Background: an optimization exercise with open tools, aiming at a short achievable clock period and few clock cycles. Do not read the settings as production practice.
Only simulation tests tie the RTL to the original design; equivalence was not proved.
Power is estimated from default activity; no workload was simulated.

== job 8969 ==
==> module execute_stage, before the edit <==
module execute_stage (
    input  wire logic [31:0] x_am,
    input  wire logic [31:0] x_bm,
    input  wire logic [31:0] sd_a,
    input  wire logic [31:0] sd_b,
    input  wire logic        slt_a,
    input  wire logic        slt_b,
    input  wire logic        x_and,
    input  wire logic        x_or,
    input  wire logic        x_xor,
    input  wire logic [31:0] x_negimm,   
    output logic [31:0]      sum,
    output logic [31:0]      diff,
    output logic [31:0]      logic_res,  
    output logic             slt,
    output logic             eq,         
    output logic             z           
);
    logic [31:0] op_a, op_b;
    logic [31:0] x_ab, a_ab, o_ab;     
    logic        sub_co;
    assign op_a = x_am | sd_a | {31'd0, slt_a};
    assign op_b = x_bm | sd_b | {31'd0, slt_b};
    ks_add i_add (.a(op_a), .b(op_b), .s(sum), .x(x_ab), .g(a_ab), .t(o_ab));
    ks_sub i_sub (.a(op_a), .b(op_b), .s(diff), .co(sub_co));
    assign eq = (x_ab == '0);
    eq32 i_z  (.a(op_a), .b(x_negimm), .eq(z));
    assign slt  = (op_a[31] && !op_b[31]) || (!(op_a[31] ^ op_b[31]) && !sub_co);
    assign logic_res = ({32{x_and}} & a_ab)
                     | ({32{x_or}}  & o_ab)
                     | ({32{x_xor}} & x_ab);
endmodule
==> module ks_add, before the edit <==
module ks_add (
    input  wire logic [31:0] a,
    input  wire logic [31:0] b,
    output logic [31:0]      s,
    output logic [31:0]      x,           
    output logic [31:0]      g,           
    output logic [31:0]      t
);
    logic [31:0] bb, gp, tp, gn, tn;
    assign bb = b;
    always_comb begin
        gp = a & bb;
        tp = a | bb;
        gp[0] = gp[0] | (tp[0] & 1'b0);
        for (int d = 1; d < 32; d = d * 2) begin
            for (int i = 0; i < 32; i++) begin
                if (i >= d) begin
                    gn[i] = gp[i] | (tp[i] & gp[i-d]);
                    tn[i] = tp[i] & tp[i-d];
                end else begin
                    gn[i] = gp[i];
                    tn[i] = tp[i];
                end
            end
            gp = gn;
            tp = tn;
        end
        s = a ^ bb ^ {gp[30:0], 1'b0};
    end
    assign x = a ^ b;
    assign g = a & b;
    assign t = a | b;
endmodule
clock: 6.5 ns
lec_check: 0
cap_margin: 20
core_margin: 2
core_utilization: 40
place_density: 0.6
setup_slack_margin: 4.0
slew_margin: 20
synth_hierarchical: 1
synth_minimum_keep_size: 0
standard.sh (not shown) runs the stock make flow with config.mk's settings and CLKGATE_MAP_FILE= SYNTH_SCRIPT=/design/flow/synth_recipe.tcl, a recipe that flattens the netlist after the stock synthesis.
==> flow/flow/run.sh <==
#!/bin/bash
# Standard layout with two changes to synthesis: adders are left to ABC
# instead of the platform's full/half adder cells, and the slow wide OR/NOR
# cells and the 5-input AOI/OAI cells are not used.
set -euo pipefail
cat >> config.mk <<'EOF'
export DONT_USE_CELLS += sky130_fd_sc_hd__or4_1 sky130_fd_sc_hd__or4_2 sky130_fd_sc_hd__or4_4 sky130_fd_sc_hd__or4b_1 sky130_fd_sc_hd__or4b_2 sky130_fd_sc_hd__or4b_4 sky130_fd_sc_hd__or4bb_1 sky130_fd_sc_hd__or4bb_2 sky130_fd_sc_hd__or4bb_4 sky130_fd_sc_hd__nor4_1 sky130_fd_sc_hd__nor4_2 sky130_fd_sc_hd__nor4_4 sky130_fd_sc_hd__nor4b_1 sky130_fd_sc_hd__nor4b_2 sky130_fd_sc_hd__nor4b_4 sky130_fd_sc_hd__nor4bb_1 sky130_fd_sc_hd__nor4bb_2 sky130_fd_sc_hd__nor4bb_4 sky130_fd_sc_hd__a2111o_1 sky130_fd_sc_hd__a2111o_2 sky130_fd_sc_hd__a2111o_4 sky130_fd_sc_hd__a2111oi_0 sky130_fd_sc_hd__a2111oi_1 sky130_fd_sc_hd__a2111oi_2 sky130_fd_sc_hd__a2111oi_4 sky130_fd_sc_hd__o2111a_1 sky130_fd_sc_hd__o2111a_2 sky130_fd_sc_hd__o2111a_4 sky130_fd_sc_hd__o2111ai_1 sky130_fd_sc_hd__o2111ai_2 sky130_fd_sc_hd__o2111ai_4
EOF
bash standard.sh ADDER_MAP_FILE= finish > make_finish.log 2>&1
Testbench counts of job 8969, summed over its fixed seeds: cycles 24,278.
> inputs changed (job 8969 -> job 3344)
diff --git a/flow/design.v b/flow/design.v
--- a/flow/design.v
+++ b/flow/design.v
@@ -143,13 +143,16 @@
     logic [31:0] op_a, op_b;
     logic [31:0] x_ab, a_ab, o_ab;     
     logic        sub_co;
     assign op_a = x_am | sd_a | {31'd0, slt_a};
     assign op_b = x_bm | sd_b | {31'd0, slt_b};
-    ks_add i_add (.a(op_a), .b(op_b), .s(sum), .x(x_ab), .g(a_ab), .t(o_ab));
+    assign x_ab  = op_a ^ op_b;
+    assign a_ab  = op_a & op_b;
+    assign o_ab  = op_a | op_b;
+    ks_add i_add (.a(op_a), .b(op_b), .s(sum));
     ks_sub i_sub (.a(op_a), .b(op_b), .s(diff), .co(sub_co));
-    assign eq = (x_ab == '0);
+    eq32 i_eq (.a(op_a), .b(op_b), .eq(eq));
     eq32 i_z  (.a(op_a), .b(x_negimm), .eq(z));
     assign slt  = (op_a[31] && !op_b[31]) || (!(op_a[31] ^ op_b[31]) && !sub_co);
     assign logic_res = ({32{x_and}} & a_ab)
                      | ({32{x_or}}  & o_ab)
                      | ({32{x_xor}} & x_ab);
@@ -157,39 +160,33 @@
 `default_nettype wire
 `default_nettype none
 module ks_add (
     input  wire logic [31:0] a,
     input  wire logic [31:0] b,
-    output logic [31:0]      s,
-    output logic [31:0]      x,           
-    output logic [31:0]      g,           
-    output logic [31:0]      t
+    output logic [31:0]      s
 );
-    logic [31:0] bb, gp, tp, gn, tn;
+    logic [31:0] bb, g, t, gn, tn;
     assign bb = b;
     always_comb begin
-        gp = a & bb;
-        tp = a | bb;
-        gp[0] = gp[0] | (tp[0] & 1'b0);
+        g = a & bb;
+        t = a | bb;
+        g[0] = g[0] | (t[0] & 1'b0);
         for (int d = 1; d < 32; d = d * 2) begin
             for (int i = 0; i < 32; i++) begin
                 if (i >= d) begin
-                    gn[i] = gp[i] | (tp[i] & gp[i-d]);
-                    tn[i] = tp[i] & tp[i-d];
+                    gn[i] = g[i] | (t[i] & g[i-d]);
+                    tn[i] = t[i] & t[i-d];
                 end else begin
-                    gn[i] = gp[i];
-                    tn[i] = tp[i];
+                    gn[i] = g[i];
+                    tn[i] = t[i];
                 end
             end
-            gp = gn;
-            tp = tn;
+            g = gn;
+            t = tn;
         end
-        s = a ^ bb ^ {gp[30:0], 1'b0};
+        s = a ^ bb ^ {g[30:0], 1'b0};
     end
-    assign x = a ^ b;
-    assign g = a & b;
-    assign t = a | b;
 endmodule
 module ks_sub (
     input  wire logic [31:0] a,
     input  wire logic [31:0] b,
     output logic [31:0]      s,
--- outcome ---
- Antenna diode instance count, job 3344 and job 8969: lower on job 3344
- Comparing job 8969 with job 3344, the reported net switching power came out essentially unchanged.
- For job 8969, the termination of the worst setup path was sd_b[20], unlike job 3344, where it was sd_a[26].
- Relative to job 8969, clock tree cell share of total cell area has gone down in job 3344.
- Job 3344: met3 usage in global routing lower than job 8969
- Taking job 8969 as the reference, in job 3344 synthesized cell count now larger; core utilization of the finished layout now smaller; layout clock buffer count now larger; first-pass GRT wire length now smaller.
- Met1 track demand over resource in job 3344 vs job 8969: up 0.92 points
- Delta (job 3344 minus job 8969): wire length the detailed router placed on met1 went up, post-route clock period utilization went down.
- Setup slack: job 3344 > job 8969
Testbench counts of job 3344, summed over its fixed seeds: cycles 24,278.

## port drivers added, routing unchanged
In the flow no input, the clock included, has a driving cell. The finished layouts below were timed again as built, in two steps. Step 1: set_driving_cell puts a clkbuf_16 on clk and a buf_2 on each other input, an assumption about the parent block. Step 2 also shifts input and output timing later by t, the mid clock arrival at the registers, as if the neighbouring blocks saw the same clock. Three values: ideal, step 1, step 2; two values: the first two.
| run | t (ns) | setup WS [ns] | latest minus earliest clock arrival (ns) | slew at the worst register clock pin (ns) |
|---|---|---|---|---|
| job 8969 | 0.920 | 3.405 / 3.405 / 2.503 | 0.043 / 0.043 | 0.08 / 0.08 |
| job 3344 | 0.915 | 3.507 / 3.194 / 2.278 | 0.037 / 0.037 | 0.07 / 0.07 |
After both steps setup and hold are still met in every run listed. The setup slack of job 3344, which loses most, moves by -0.313 ns with the drivers and by -1.229 ns with both steps.
